From an optimization exercise on the open Yosys and OpenROAD flow, aimed at small area, a short achievable clock period and few clock cycles; shortcuts taken in it are not production practice. Only simulation tests tie the RTL to the original design; equivalence was not proved.

Setup of red:
==> module gcne_front, before the edit <==
module gcne_front #(
    parameter int MAX_DIM = 1024
) (
    input  logic                               i_clk,
    input  logic                               i_rst_n,
    input  logic                               i_req_valid,
    output logic                               o_req_ready,
    input  logic [gcne_pkg::INDEX_W-1:0]       i_req_cell_index,
    input  logic [$clog2(MAX_DIM)-1:0]         i_last_i,    
    input  logic [$clog2(MAX_DIM)-1:0]         i_last_j,
    input  logic [$clog2(MAX_DIM)-1:0]         i_last_k,
    input  logic                               i_size_zero,   
    input  logic                               i_cfg_wr,
    output logic                               o_job_valid,
    input  logic                               i_job_ready,
    input  logic                               i_job_busy,
    output logic                               o_job_ok,
    output gcne_pkg::t_nbr_flags               o_job_flags,
    output logic [$clog2(MAX_DIM)-1:0]         o_job_i,
    output logic [$clog2(MAX_DIM)-1:0]         o_job_j,
    output logic [$clog2(MAX_DIM)-1:0]         o_job_k
);
    localparam int CW = $clog2(MAX_DIM);
    localparam int SW = $clog2(MAX_DIM + 1);
    localparam int NW = $clog2(3 * CW + 1);
    function automatic logic [NW-1:0] bit_len(logic [CW-1:0] m);
        logic [NW-1:0] r;
        r = '0;
        for (int b = 0; b < CW; b++) begin
            if (m[b]) r = NW'(b + 1);
        end
        bit_len = r;
    endfunction
    logic [CW-1:0]   last_i;
    logic [CW-1:0]   last_j;
    logic [CW-1:0]   last_k;
    assign last_i = i_last_i;
    assign last_j = i_last_j;
    assign last_k = i_last_k;
    logic            r_dirty;    
    logic [NW-1:0]   r_wm1;      
    logic            r_wm1_z;    
    logic            r_zero;     
    logic [NW-1:0]   nbits;
    assign nbits = bit_len(last_i) + bit_len(last_j) + bit_len(last_k);
    always_ff @(posedge i_clk) begin
        if (!i_rst_n) begin
            r_dirty <= 1'b1;
        end else begin
            r_dirty <= i_cfg_wr;
        end
        r_wm1   <= (nbits == '0) ? '0 : nbits - NW'(1);
        r_wm1_z <= (nbits <= NW'(1));
        r_zero  <= i_size_zero;
    end
    logic            r_act;      
    logic [NW-1:0]   r_cnt;      
    logic            r_cnt_z;    
    logic            r_hi;       
    logic [NW-1:0]   sel;
    logic            last_tok;
    logic [gcne_pkg::INDEX_W-1:0] high_mask;
    logic            fetch;
    logic            stall;
    logic            r_a_valid;
    logic            r_a_bit;
    logic            r_a_first;
    logic            r_a_last;
    logic            r_a_rej;
    logic            a_free;
    logic            r_c_done;
    logic            b_hold;
    logic            r_b_valid;
    logic            r_b_last;
    always_comb begin
        for (int b = 0; b < gcne_pkg::INDEX_W; b++) begin
            high_mask[b] = (NW'(b) > r_wm1);
        end
    end
    always_ff @(posedge i_clk) begin
        r_hi <= r_zero || ((i_req_cell_index & high_mask) != '0);
    end
    assign sel      = r_act ? r_cnt : r_wm1;
    assign last_tok = r_act ? (r_cnt_z || r_hi) : r_wm1_z;
    assign a_free      = !r_a_valid || (!stall && !b_hold);
    assign o_req_ready = last_tok && !r_dirty &&
                         (!r_a_valid || ((!r_c_done || !i_job_busy) && !b_hold));
    assign fetch       = i_req_valid && !r_dirty && a_free && (!last_tok || o_req_ready);
    always_ff @(posedge i_clk) begin
        if (!i_rst_n) begin
            r_act <= 1'b0;
        end else if (fetch) begin
            r_act <= !last_tok;
        end
    end
    always_ff @(posedge i_clk) begin
        if (fetch) begin
            r_cnt   <= (r_act ? r_cnt : r_wm1) - NW'(1);
            r_cnt_z <= ((r_act ? r_cnt : r_wm1) == NW'(1));
        end
    end
    always_ff @(posedge i_clk) begin
        if (!i_rst_n) begin
            r_a_valid <= 1'b0;
        end else if (a_free) begin
            r_a_valid <= fetch;
        end
    end
    always_ff @(posedge i_clk) begin
        if (fetch) begin
            r_a_bit   <= i_req_cell_index[sel];
            r_a_first <= !r_act;
            r_a_last  <= last_tok;
            r_a_rej   <= r_act ? r_hi : (r_zero || (i_req_cell_index[gcne_pkg::INDEX_W-1:1] != '0));
        end
    end
    logic            r_b_q;
    logic            r_b_first;
    logic            r_b_rej;
    logic [CW-1:0]   r_rem_j;
    logic [SW-1:0]   t1;
    logic [SW:0]     d1;
    assign t1 = {(r_a_first ? CW'(0) : r_rem_j), r_a_bit};
    assign d1 = {1'b0, t1} + {2'b11, ~last_j};
    assign b_hold = r_a_first && r_b_valid && r_b_last;
    always_ff @(posedge i_clk) begin
        if (!i_rst_n) begin
            r_b_valid <= 1'b0;
        end else if (!stall) begin
            r_b_valid <= r_a_valid && !b_hold;
        end
    end
    always_ff @(posedge i_clk) begin
        if (!stall && r_a_valid && !b_hold) begin
            r_rem_j   <= CW'(d1[SW] ? t1 : d1[SW-1:0]);
            r_b_q     <= !d1[SW];
            r_b_first <= r_a_first;
            r_b_last  <= r_a_last;
            r_b_rej   <= r_a_rej;
        end
    end
    logic [CW-1:0]   r_rem_i;
    logic [CW-1:0]   r_k;
    logic            r_ovf;
    logic            r_c_rej;
    logic [SW-1:0]   t2;
    logic [SW:0]     d2;
    logic            q2;
    logic [CW-1:0]   k_prev;
    logic            step_c;
    assign t2      = {(r_b_first ? CW'(0) : r_rem_i), r_b_q};
    assign d2      = {1'b0, t2} + {2'b11, ~last_i};
    assign q2      = !d2[SW];
    assign k_prev  = r_b_first ? CW'(0) : r_k;
    assign stall  = r_c_done && !i_job_ready;
    assign step_c = r_b_valid && !stall;
    always_ff @(posedge i_clk) begin
        if (!i_rst_n) begin
            r_c_done <= 1'b0;
        end else if (!stall) begin
            r_c_done <= r_b_valid && r_b_last;
        end
    end
    always_ff @(posedge i_clk) begin
        if (step_c) begin
            r_rem_i <= CW'(q2 ? d2[SW-1:0] : t2);
            r_k     <= {k_prev[CW-2:0], q2};
            r_ovf   <= (!r_b_first && r_ovf) || k_prev[CW-1];
            r_c_rej <= r_b_rej;
        end
    end
    assign o_job_valid       = r_c_done;
    assign o_job_ok          = !r_c_rej && !r_ovf && (r_k <= last_k);
    assign o_job_i           = r_rem_i;
    assign o_job_j           = r_rem_j;
    assign o_job_k           = r_k;
    assign o_job_flags.dec_i = (r_rem_i != '0);
    assign o_job_flags.inc_i = (r_rem_i != last_i);
    assign o_job_flags.dec_j = (r_rem_j != '0);
    assign o_job_flags.inc_j = (r_rem_j != last_j);
    assign o_job_flags.dec_k = (r_k != '0);
    assign o_job_flags.inc_k = (r_k != last_k);
endmodule
==> flow/config.mk <==
export PLATFORM = sky130hd
export DESIGN_NAME = grid_cell_neighbor_enumerator
export DESIGN_NICKNAME = grid_cell_neighbor_enumerator
export VERILOG_FILES = /design/flow/design.v
export SDC_FILE = /design/flow/constraint.sdc
export NUM_CORES = 4
export LEC_CHECK = 0
export CAP_MARGIN = 20
export CORE_MARGIN = 2
export CORE_UTILIZATION = 55
export CTS_BUF_LIST = sky130_fd_sc_hd__clkbuf_4 sky130_fd_sc_hd__clkbuf_8
export SETUP_SLACK_MARGIN = 4.7
export SLEW_MARGIN = 20
==> flow/constraint.sdc <==
create_clock -name core_clock -period 8.0 [get_ports {i_clk}]
set_input_delay 1.6000 -clock core_clock [delete_from_list [all_inputs] [get_ports {i_clk}]]
set_output_delay 1.6000 -clock core_clock [all_outputs]
set_load 0.01 [all_outputs]
standard.sh (not shown) runs the stock make flow with config.mk's settings and CLKGATE_MAP_FILE= SYNTH_SCRIPT=/design/flow/synth_recipe.tcl, a recipe that flattens the netlist after the stock synthesis.
==> flow/flow/run.sh <==
#!/bin/bash
# The standard layout, with the port buffers inserted as the smallest buffer cell
# (resizing then sizes them up where timing needs it). Every input and output port
# still gets its own buffer.
set -euo pipefail
export BUFFER_PORTS_ARGS="-buffer_cell sky130_fd_sc_hd__buf_1"
bash standard.sh finish > standard_flow.log 2>&1
Testbench counts of red, summed over its fixed seeds: cycles 128,706.
What blue does differently from red at the input level:
--- a/flow/design.v
+++ b/flow/design.v
@@ -160,10 +160,11 @@
     logic            r_a_first;
     logic            r_a_last;
     logic            r_a_rej;
     logic            a_free;
     logic            r_c_done;
+    logic            r_rej_pend;   
     logic            b_hold;
     logic            r_b_valid;
     logic            r_b_last;
     always_comb begin
         for (int b = 0; b < gcne_pkg::INDEX_W; b++) begin
@@ -175,11 +176,11 @@
     end
     assign sel      = r_act ? r_cnt : r_wm1;
     assign last_tok = r_act ? (r_cnt_z || r_hi) : r_wm1_z;
     assign a_free      = !r_a_valid || (!stall && !b_hold);
     assign o_req_ready = last_tok && !r_dirty &&
-                         (!r_a_valid || ((!r_c_done || !i_job_busy) && !b_hold));
+                         (!r_a_valid || ((!r_c_done || (!i_job_busy && !r_rej_pend)) && !b_hold));
     assign fetch       = i_req_valid && !r_dirty && a_free && (!last_tok || o_req_ready);
     always_ff @(posedge i_clk) begin
         if (!i_rst_n) begin
             r_act <= 1'b0;
         end else if (fetch) begin
@@ -243,11 +244,22 @@
     logic            step_c;
     assign t2      = {(r_b_first ? CW'(0) : r_rem_i), r_b_q};
     assign d2      = {1'b0, t2} + {2'b11, ~last_i};
     assign q2      = !d2[SW];
     assign k_prev  = r_b_first ? CW'(0) : r_k;
-    assign stall  = r_c_done && !i_job_ready;
+    logic            c_ok;
+    logic            convert;
+    assign c_ok    = !r_c_rej && !r_ovf && (r_k <= last_k);
+    assign convert = r_c_done && !c_ok && !r_rej_pend && !i_job_ready;
+    assign stall   = r_c_done && !((i_job_ready && !r_rej_pend) || convert);
+    always_ff @(posedge i_clk) begin
+        if (!i_rst_n) begin
+            r_rej_pend <= 1'b0;
+        end else begin
+            r_rej_pend <= convert || (r_rej_pend && !i_job_ready);
+        end
+    end
     assign step_c = r_b_valid && !stall;
     always_ff @(posedge i_clk) begin
         if (!i_rst_n) begin
             r_c_done <= 1'b0;
         end else if (!stall) begin
@@ -260,12 +272,12 @@
             r_k     <= {k_prev[CW-2:0], q2};
             r_ovf   <= (!r_b_first && r_ovf) || k_prev[CW-1];
             r_c_rej <= r_b_rej;
         end
     end
-    assign o_job_valid       = r_c_done;
-    assign o_job_ok          = !r_c_rej && !r_ovf && (r_k <= last_k);
+    assign o_job_valid       = r_c_done || r_rej_pend;
+    assign o_job_ok          = c_ok && !r_rej_pend;
     assign o_job_i           = r_rem_i;
     assign o_job_j           = r_rem_j;
     assign o_job_k           = r_k;
     assign o_job_flags.dec_i = (r_rem_i != '0);
     assign o_job_flags.inc_i = (r_rem_i != last_i);
blue was carried through to the last stage, and its layout satisfied the timing, design-rule and antenna checks.
red closes out successfully: all stages finished, all timing, DRC and antenna checks passed.
On switching part of the total: blue sits below red.
Area of the multi-input gates was higher in the run labelled blue.
Worst setup slack on blue is ahead of red.
Diff red and blue: number of logic stages on the critical path including buffering higher in blue
blue vs. red: global-route usage went up by 0.76 points.
Testbench counts of blue, summed over its fixed seeds: cycles 126,644.

## afterwards: timing with drivers on the ports
No port has a modelled driver above. Below, the same layouts with a new extraction and two added sets of constraints.
Step 1, drivers: a clkbuf_16 drives i_clk and a buf_2 each remaining input, both assumed.
Step 2, shift: input delay + t, output delay - t, t = (earliest + latest rising clock arrival at the registers) / 2. This alone moves slack from input paths to output paths.
Three values: ideal ports, drivers, drivers and shift; two values: the first two.
run | shift t [ns] | setup slack, ns | hold WS [ns] | latest minus earliest clock arrival (ns)
red | 0.502 | 4.793 / 4.779 / 4.387 | 0.426 / 0.426 / 0.426 | 0.023 / 0.022
blue | 0.504 | 4.800 / 4.759 / 4.485 | 0.426 / 0.426 / 0.426 | 0.015 / 0.015
After both steps every run listed still meets setup and hold. The setup slack of red, which loses most, moves by -0.014 ns with the drivers and by -0.406 ns with both steps.
